Source: an optimization exercise on an open RTL-to-GDS flow (aim: small area, a short achievable clock period and few clock cycles). Production flows keep margins and buffers that such runs may drop. Where RTL was checked, it was by simulation tests only, not by an equivalence proof against the original.

==> flow/design.v <==
`default_nettype none
package scaler_pkg;
    localparam int IMG_W      = 100;
    localparam int ROW_W      = 7;    
    localparam int ADDR_W     = 14;
    localparam int TABLE_ROW  = 101;  
    localparam int RESULT_COL = 1;
    localparam int CREDITS    = 2;    
    localparam int DIV_CYCLES = 8;    
    localparam int SPAN_W     = 6;    
    typedef enum logic [1:0] {
        REQ_TABLE = 2'd0,
        REQ_WB    = 2'd1,
        REQ_FETCH = 2'd2
    } sram_req_t;
endpackage
`default_nettype wire
`default_nettype none
package cubic_pkg;
    localparam int PIX_W  = 8;
    localparam int FRAC_W = 8;    
    typedef logic [PIX_W-1:0]  pixel_t;
    typedef logic [FRAC_W-1:0] frac_t;
    localparam int COEF_W      = 12;   
    localparam int ACC_W       = 36;   
    localparam int ROUND_SHIFT = 25;   
endpackage
`default_nettype wire
`timescale 1ns/1ps
`default_nettype none
module frac_divider (
    input  wire       CLK,
    input  wire       load_i,
    input  wire [5:0] ld_x_i,
    input  wire [5:0] ld_d_i,
    input  wire [5:0] d_i,
    input  wire       step_i,
    output logic [7:0] quot_o,
    output logic [5:0] rem_o
);
    logic [7:0] t1, t2;    
    logic [5:0] r1;
    assign t1 = {1'b0, rem_o, 1'b0} - {2'b0, d_i};
    assign r1 = t1[7] ? {rem_o[4:0], 1'b0} : t1[5:0];
    assign t2 = {1'b0, r1, 1'b0} - {2'b0, d_i};
    always_ff @(posedge CLK) begin
        if (load_i) begin
            rem_o  <= (ld_x_i == ld_d_i) ? 6'd0 : ld_x_i;
            quot_o <= '0;
        end else if (step_i) begin
            rem_o  <= t2[7] ? {r1[4:0], 1'b0} : t2[5:0];
            quot_o <= {quot_o[5:0], !t1[7], !t2[7]};
        end
    end
endmodule
`default_nettype wire
`timescale 1ns/1ps
`default_nettype none
module cubic_engine (
    input  wire        CLK,
    input  wire        v_i,       
    input  wire        u1_i,      
    input  wire [7:0]  p0_i,
    input  wire [7:0]  p1_i,
    input  wire [7:0]  p2_i,
    input  wire [7:0]  p3_i,      
    input  wire [7:0]  f_i,       
    input  wire [7:0]  d0_i,      
    input  wire [7:0]  c0_i,      
    input  wire [7:0]  c2_i,      
    output logic signed [9:0] rnd_o   
);
    logic signed [10:0] a, a_q, a_rest;    
    logic signed [9:0]  w, w_q;            
    logic signed [8:0]  c;
    logic [26:0]        h_q;    
    logic [7:0]         f_q;
    logic signed [19:0] h1;
    logic signed [34:0] u_add, u_out;    
    logic signed [34:0] u_mul;
    logic signed [9:0]  rnd;
    logic signed [8:0]  fm_s;           
    logic signed [34:0] d_add;
    assign a_rest = 11'sd3 * (11'(p1_i) - 11'(p2_i)) - 11'(p0_i);
    assign a      = a_rest + 11'(p3_i);
    assign w      = 10'(p0_i) + 10'(p2_i) - (10'(p1_i) <<< 1);
    assign c      = 9'(c2_i) - 9'(c0_i);
    assign fm_s = {1'b1, f_i};
    assign d_add = {2'd0, d0_i, 1'b1, 24'd0};
    assign h1 = a_q * fm_s + (20'(w_q) <<< 8);
    assign u_add = u1_i ? (35'(c) <<< 16) : d_add;
    assign u_mul = 35'(h_q) * 35'(f_q);
    assign u_out = u_mul + (u_add - (35'(f_q) << 26));
    assign rnd   = u_out[34:25];
    always_ff @(posedge CLK) begin
        a_q <= a;
        w_q <= w;
        if (v_i) begin
            h_q <= {~h1[19], {7{h1[19]}}, h1[18:0]};
            f_q <= f_i;
        end else if (u1_i) begin
            h_q <= {~u_out[26], u_out[25:0]};
        end
        rnd_o <= rnd;
    end
endmodule
`default_nettype wire
`timescale 1ns/1ps
`default_nettype none
import scaler_pkg::*;
import cubic_pkg::*;
module bicubic_column (
    input  wire                           CLK,
    input  wire                           RST,
    input  wire [scaler_pkg::ROW_W-1:0]   v0_i,
    input  wire [scaler_pkg::ROW_W-1:0]   h0_i,
    input  wire [scaler_pkg::SPAN_W-1:0]  sh_i,
    input  wire [scaler_pkg::SPAN_W-1:0]  th_i,
    output logic [scaler_pkg::ADDR_W-1:0] rom_addr_o,
    input  wire cubic_pkg::pixel_t        rom_data_i,
    output logic                          sram_cen_o,
    output logic                          sram_wen_o,
    output logic [scaler_pkg::ADDR_W-1:0] sram_addr_o,
    output cubic_pkg::pixel_t             sram_wdata_o,
    input  wire cubic_pkg::pixel_t        sram_rdata_i,
    output logic                          done_o
);
    logic        w0;               
    logic [5:0]  dd_q;             
    logic [5:0]  sm1_q;            
    logic        w0_q;
    logic [7:0]  q_tab, q_row;     
    logic [5:0]  r_tab, r_row;     
    logic [2:0]  cnt_q;            
    logic        div_ok;
    logic        r0w_q;            
    logic [13:0] addr_q;           
    logic        rv_q;             
    logic [7:0]  win [4];          
    logic [7:0]  wn [4];           
    logic        fetch;
    logic        ph_q;             
    logic        issue;
    logic [5:0]  ji_q;             
    logic        last;             
    logic        all_in_q;
    logic [5:0]  r_q;              
    logic [7:0]  f_q;              
    logic [5:0]  g_q;              
    logic [7:0]  rs, gs;           
    logic        u1_q, u2_q, wv_q;
    logic        s1_q, s2_q;       
    logic        eng_done_q, rd_done_q, rdw;
    logic [5:0]  jw_q;             
    logic [7:0]  res;
    logic signed [9:0] rnd;
    logic [5:0]  k_q;
    logic [7:0]  t_q;
    logic [5:0]  ta_q;
    logic        tab_done_q;
    logic [7:0]  ts;
    logic        tw;
    assign w0 = (sh_i == th_i);
    always_ff @(posedge CLK) begin
        if (RST) begin
            dd_q  <= th_i - 6'd1;
            sm1_q <= sh_i - 6'd1;
            w0_q  <= w0;
        end
    end
    frac_divider u_div_tab (
        .CLK(CLK), .load_i(RST), .ld_x_i(6'd1), .ld_d_i(th_i - 6'd1), .d_i(dd_q),
        .step_i(!div_ok), .quot_o(q_tab), .rem_o(r_tab)
    );
    frac_divider u_div_row (
        .CLK(CLK), .load_i(RST), .ld_x_i(sh_i - 6'd1), .ld_d_i(th_i - 6'd1), .d_i(dd_q),
        .step_i(!div_ok), .quot_o(q_row), .rem_o(r_row)
    );
    assign div_ok = cnt_q >= 3'd4;
    always_ff @(posedge CLK) begin
        if (RST)                cnt_q <= '0;
        else if (cnt_q != 3'd5) cnt_q <= cnt_q + 3'd1;
    end
    assign issue = ph_q && !all_in_q;
    assign last  = (ji_q + 6'd1 == dd_q);
    assign rs    = {2'b0, r_q} + {2'b0, sm1_q} - {2'b0, dd_q};
    assign gs    = {2'b0, g_q} + {2'b0, r_row} - {2'b0, dd_q};
    always_ff @(posedge CLK) begin
        if (RST) begin
            ph_q     <= 1'b0;
            ji_q     <= 6'd1;
            all_in_q <= (th_i == 6'd2);
            r_q      <= w0 ? 6'd0 : sh_i - 6'd1;
        end else begin
            ph_q <= (cnt_q == 3'd4) || (cnt_q == 3'd5 && !ph_q);
            if (issue) begin
                ji_q     <= ji_q + 6'd1;
                all_in_q <= last;
                r_q      <= rs[7] ? 6'(rs + {2'b0, dd_q}) : rs[5:0];
            end
        end
    end
    always_ff @(posedge CLK) begin
        if (cnt_q == 3'd4) begin
            f_q <= q_row;
            g_q <= r_row;
        end else if (issue) begin
            f_q <= f_q + q_row + {7'd0, !gs[7]};
            g_q <= gs[7] ? 6'(gs + {2'b0, dd_q}) : gs[5:0];
        end
    end
    assign fetch      = (cnt_q < 3'd4) || (issue && !rs[7] && !last);
    assign rom_addr_o = addr_q;
    always_ff @(posedge CLK) begin
        if (RST) begin
            addr_q <= 14'(v0_i) * 14'd100 + 14'(h0_i) - (w0 ? 14'd0 : 14'd100);
            rv_q   <= 1'b0;
        end else begin
            rv_q <= fetch;
            if (fetch) addr_q <= addr_q + 14'd100;
        end
        for (int i = 0; i < 4; i++) win[i] <= wn[i];
    end
    always_comb begin
        if (rv_q) begin
            wn[0] = win[1];
            wn[1] = win[2];
            wn[2] = win[3];
            wn[3] = rom_data_i;
        end else begin
            for (int i = 0; i < 4; i++) wn[i] = win[i];
        end
    end
    always_ff @(posedge CLK) begin
        if (RST) begin
            u1_q <= 1'b0;
            u2_q <= 1'b0;
            wv_q <= 1'b0;
        end else begin
            u1_q <= issue;
            u2_q <= u1_q;
            wv_q <= u2_q;
        end
        s1_q <= issue && fetch;
        s2_q <= s1_q;
    end
    cubic_engine u_eng (
        .CLK(CLK), .v_i(issue), .u1_i(u1_q),
        .p0_i(wn[0]), .p1_i(wn[1]), .p2_i(wn[2]), .p3_i(wn[3]), .f_i(f_q),
        .d0_i(s2_q ? win[0] : win[1]), .c0_i(win[0]), .c2_i(win[2]), .rnd_o(rnd)
    );
    assign res = rnd[9] ? 8'd0 : rnd[8] ? 8'hff : rnd[7:0];
    assign rdw = all_in_q && !rd_done_q && cnt_q == 3'd5 && !wv_q && !r0w_q;
    assign tw  = !tab_done_q && div_ok && !wv_q && !r0w_q && !rdw;
    assign ts = {2'b0, ta_q} + {2'b0, r_tab} - {2'b0, dd_q};
    always_ff @(posedge CLK) begin
        if (RST) begin
            k_q        <= '0;
            t_q        <= '0;
            ta_q       <= '0;
            tab_done_q <= 1'b0;
        end else if (tw) begin
            k_q        <= k_q + 6'd1;
            t_q        <= t_q + q_tab + {7'd0, !ts[7]};
            ta_q       <= ts[7] ? 6'(ts + {2'b0, dd_q}) : ts[5:0];
            tab_done_q <= (k_q + 6'd1 == dd_q);
        end
    end
    assign sram_cen_o   = !(wv_q || r0w_q || rdw || tw);
    assign sram_wen_o   = sram_cen_o;
    assign sram_addr_o  = wv_q  ? {1'b0, jw_q, 7'd1} :
                          r0w_q ? 14'd1 :
                          rdw   ? {1'b0, dd_q, 7'd1} : {7'd101, 1'b0, k_q};
    assign sram_wdata_o = wv_q  ? res :
                          r0w_q ? (w0_q ? win[0] : win[1]) :
                          rdw   ? (dd_q == 6'd1 ? win[1] : win[2]) : t_q;
    always_ff @(posedge CLK) begin
        r0w_q <= !RST && (cnt_q == 3'd4);
        if (RST) begin
            jw_q       <= 6'd1;
            eng_done_q <= (th_i == 6'd2);
            rd_done_q  <= 1'b0;
        end else begin
            if (wv_q) begin
                jw_q <= jw_q + 6'd1;
                if (jw_q + 6'd1 == dd_q) eng_done_q <= 1'b1;
            end
            if (rdw) rd_done_q <= 1'b1;
        end
    end
    assign done_o = eng_done_q && rd_done_q && tab_done_q;
endmodule
`default_nettype wire
Settings: LEC_CHECK=0, ABC_CLOCK_PERIOD_IN_PS=3500, CAP_MARGIN=20, CORE_MARGIN=2, CORE_UTILIZATION=65, CTS_BUF_LIST=sky130_fd_sc_hd__clkbuf_4, SLEW_MARGIN=20; clock period 11.0 ns.
standard.sh (not shown) runs the stock make flow with config.mk's settings and CLKGATE_MAP_FILE= SYNTH_SCRIPT=/design/flow/synth_recipe.tcl, a recipe that flattens the netlist after the stock synthesis.
==> flow/flow/run.sh <==
#!/bin/bash
set -euo pipefail
export SETUP_SLACK_MARGIN=5.3
export BUFFER_PORTS_ARGS="-buffer_cell sky130_fd_sc_hd__buf_1"
export CTS_ARGS="-sink_clustering_enable -repair_clock_nets -dont_use_dummy_load -buf_list sky130_fd_sc_hd__clkbuf_8 -sink_clustering_size 16 -sink_clustering_max_diameter 50"
bash standard.sh > standard.log 2>&1
Rerun with:
--- a/flow/design.v
+++ b/flow/design.v
@@ -73,33 +73,34 @@
     logic signed [10:0] a, a_q, a_rest;    
     logic signed [9:0]  w, w_q;            
     logic signed [8:0]  c;
-    logic [26:0]        h_q;    
+    logic signed [26:0] h_q;    
     logic [7:0]         f_q;
     logic signed [19:0] h1;
     logic signed [34:0] u_add, u_out;    
     logic signed [34:0] u_mul;
     logic signed [9:0]  rnd;
-    logic signed [8:0]  fm_s;           
+    logic signed [8:0]  fm_s, fq_s;     
     logic signed [34:0] d_add;
     assign a_rest = 11'sd3 * (11'(p1_i) - 11'(p2_i)) - 11'(p0_i);
     assign a      = a_rest + 11'(p3_i);
     assign w      = 10'(p0_i) + 10'(p2_i) - (10'(p1_i) <<< 1);
     assign c      = 9'(c2_i) - 9'(c0_i);
     assign fm_s = {1'b1, f_i};
+    assign fq_s = {1'b0, f_q};
     assign d_add = {2'd0, d0_i, 1'b1, 24'd0};
     assign h1 = a_q * fm_s + (20'(w_q) <<< 8);
     assign u_add = u1_i ? (35'(c) <<< 16) : d_add;
-    assign u_mul = 35'(h_q) * 35'(f_q);
-    assign u_out = u_mul + (u_add - (35'(f_q) << 26));
+    assign u_mul = h_q * fq_s;
+    assign u_out = u_mul + u_add;
     assign rnd   = u_out[34:25];
     always_ff @(posedge CLK) begin
         a_q <= a;
         w_q <= w;
         if (v_i) begin
-            h_q <= {~h1[19], {7{h1[19]}}, h1[18:0]};
+            h_q <= 27'(h1);
             f_q <= f_i;
         end else if (u1_i) begin
-            h_q <= {~u_out[26], u_out[25:0]};
+            h_q <= u_out[26:0];
         end
         rnd_o <= rnd;
     end
- synthesized area stays flat
- via count drops by 1.5%
- wire length falls by 3.7%
- worst hold slack gets better by 0.0076 ns
- clock-buffer cell count falls by 5
- cell count falls by 0.81%
- synthesized cell count goes down by 0.58%
- global-route usage is lower by 0.79 points
- flip-flop and latch count stays the same
- design area falls by 1.2%
Testbench counts after the change, summed over its fixed seeds: cycles 4,462.
No functional check of the RTL was part of the first run of this note.

* * *

Setup of build 29:
bicubic_column, a different RTL version from the one above (not shown whole).
For scale: ~230 flip-flops, ~83 I/O pins, ~27000 um^2 of cells after synthesis.
Settings: LEC_CHECK=0, ABC_CLOCK_PERIOD_IN_PS=3500, CAP_MARGIN=20, CORE_MARGIN=2, CORE_UTILIZATION=65, CTS_BUF_LIST=sky130_fd_sc_hd__clkbuf_4, SETUP_SLACK_MARGIN=5.0, SLEW_MARGIN=20; clock period 11.0 ns.
==> flow/flow/run.sh <==
#!/bin/bash
set -euo pipefail
export BUFFER_PORTS_ARGS="-buffer_cell sky130_fd_sc_hd__buf_1"
export CTS_ARGS="-sink_clustering_enable -repair_clock_nets -dont_use_dummy_load -buf_list sky130_fd_sc_hd__clkbuf_8 -sink_clustering_size 16 -sink_clustering_max_diameter 50"
bash standard.sh > standard.log 2>&1
Testbench counts of build 29, summed over its fixed seeds: cycles 4,462.
The inputs of trial 46 differ from those of build 29 as listed below.
-- flow/design.v --
<<< build 29, line 67
    input  wire [7:0]  f_i,       
    input  wire [7:0]  d0_i,      
    output logic signed [9:0] rnd_o   
);
    logic signed [10:0] a, a_q, a_rest;    
    logic signed [9:0]  w, w_q;            
    logic signed [8:0]  c, c_q;
    logic signed [26:0] h_q;    
    logic [7:0]         f_q;
>>> trial 46, line 67
    input  wire [7:0]  f_i,       
    input  wire [7:0]  d0_i,      
    input  wire [7:0]  c0_i,      
    input  wire [7:0]  c2_i,      
    output logic signed [9:0] rnd_o   
);
    logic signed [10:0] a, a_q, a_rest;    
    logic signed [9:0]  w, w_q;            
    logic signed [8:0]  c;
    logic signed [26:0] h_q;    
    logic [7:0]         f_q;
<<< build 29, line 83
    assign a      = a_rest + 11'(p3_i);
    assign w      = 10'(p0_i) + 10'(p2_i) - (10'(p1_i) <<< 1);
    assign c      = 9'(p2_i) - 9'(p0_i);
    assign fm_s = {1'b1, f_i};
    assign fq_s = {1'b0, f_q};
    assign d_add = {2'd0, d0_i, 1'b1, 24'd0};
    assign h1 = a_q * fm_s + (20'(w_q) <<< 8);
    assign u_add = u1_i ? (35'(c_q) <<< 16) : d_add;
    assign u_mul = h_q * fq_s;
    assign u_out = u_mul + u_add;
>>> trial 46, line 85
    assign a      = a_rest + 11'(p3_i);
    assign w      = 10'(p0_i) + 10'(p2_i) - (10'(p1_i) <<< 1);
    assign c      = 9'(c2_i) - 9'(c0_i);
    assign fm_s = {1'b1, f_i};
    assign fq_s = {1'b0, f_q};
    assign d_add = {2'd0, d0_i, 1'b1, 24'd0};
    assign h1 = a_q * fm_s + (20'(w_q) <<< 8);
    assign u_add = u1_i ? (35'(c) <<< 16) : d_add;
    assign u_mul = h_q * fq_s;
    assign u_out = u_mul + u_add;
<<< build 29, line 95
        a_q <= a;
        w_q <= w;
        c_q <= c;
        if (v_i) begin
            h_q <= 27'(h1);
>>> trial 46, line 97
        a_q <= a;
        w_q <= w;
        if (v_i) begin
            h_q <= 27'(h1);
<<< build 29, line 248
        .CLK(CLK), .v_i(issue), .u1_i(u1_q),
        .p0_i(wn[0]), .p1_i(wn[1]), .p2_i(wn[2]), .p3_i(wn[3]), .f_i(f_q),
        .d0_i(s2_q ? win[0] : win[1]), .rnd_o(rnd)
    );
    assign res = rnd[9] ? 8'd0 : rnd[8] ? 8'hff : rnd[7:0];
>>> trial 46, line 249
        .CLK(CLK), .v_i(issue), .u1_i(u1_q),
        .p0_i(wn[0]), .p1_i(wn[1]), .p2_i(wn[2]), .p3_i(wn[3]), .f_i(f_q),
        .d0_i(s2_q ? win[0] : win[1]), .c0_i(win[0]), .c2_i(win[2]), .rnd_o(rnd)
    );
    assign res = rnd[9] ? 8'd0 : rnd[8] ? 8'hff : rnd[7:0];
--- outcome ---
Per the comparison of trial 46 with build 29, area after synthesis level; synthesized net count climbed about 1.2%; die span in y shows no meaningful change; via count of the first global-routing pass went down.
Per the comparison of trial 46 with build 29, cell area shows no meaningful change, number of standard cells in the layout, taps in and fillers out went up 1.4%.
Build 29 -> trial 46: area of the die flat
Trial 46 vs. build 29: worst setup slack before clock tree synthesis shows a reduction of 0.059 ns, setup slack after layout shows an increase of 0.043 ns, portion of the post-synthesis area used by sequential elements shows a reduction of 0.54 points, worst setup skew after layout shows an increase of 0.041 ns.
Testbench counts of trial 46, summed over its fixed seeds: cycles 4,462.

==> re-timing with driven ports <==
No port has a modelled driver above. Below, the same layouts with a new extraction and two added sets of constraints.
Step 1 (the two cells are an assumption about what drives the block):
set clk [get_ports {CLK}]
set_driving_cell -lib_cell sky130_fd_sc_hd__clkbuf_16 $clk
set_driving_cell -lib_cell sky130_fd_sc_hd__buf_2 [delete_from_list [all_inputs] $clk]
Step 2 also shifts input and output timing later by t, the mid clock arrival at the registers, as if the neighbouring blocks saw the same clock.
Three values: ideal ports, drivers, drivers and shift; two values: the first two.
run | shift t [ns] | setup WS [ns] | hold slack, ns
the first run of note 1 | 0.587 | 5.361 / 5.361 / 5.088 | 0.328 / 0.328 / 0.328
the second run of note 1 | 0.645 | 5.438 / 5.438 / 5.059 | 0.336 / 0.336 / 0.336
build 29 | 0.656 | 5.217 / 5.217 / 4.599 | 0.345 / 0.345 / 0.345
trial 46 | 0.645 | 5.261 / 5.261 / 4.959 | 0.335 / 0.335 / 0.335
After both steps setup and hold are still met in every run listed. The setup slack of build 29, which loses most, moves by 0.000 ns with the drivers and by -0.618 ns with both steps.
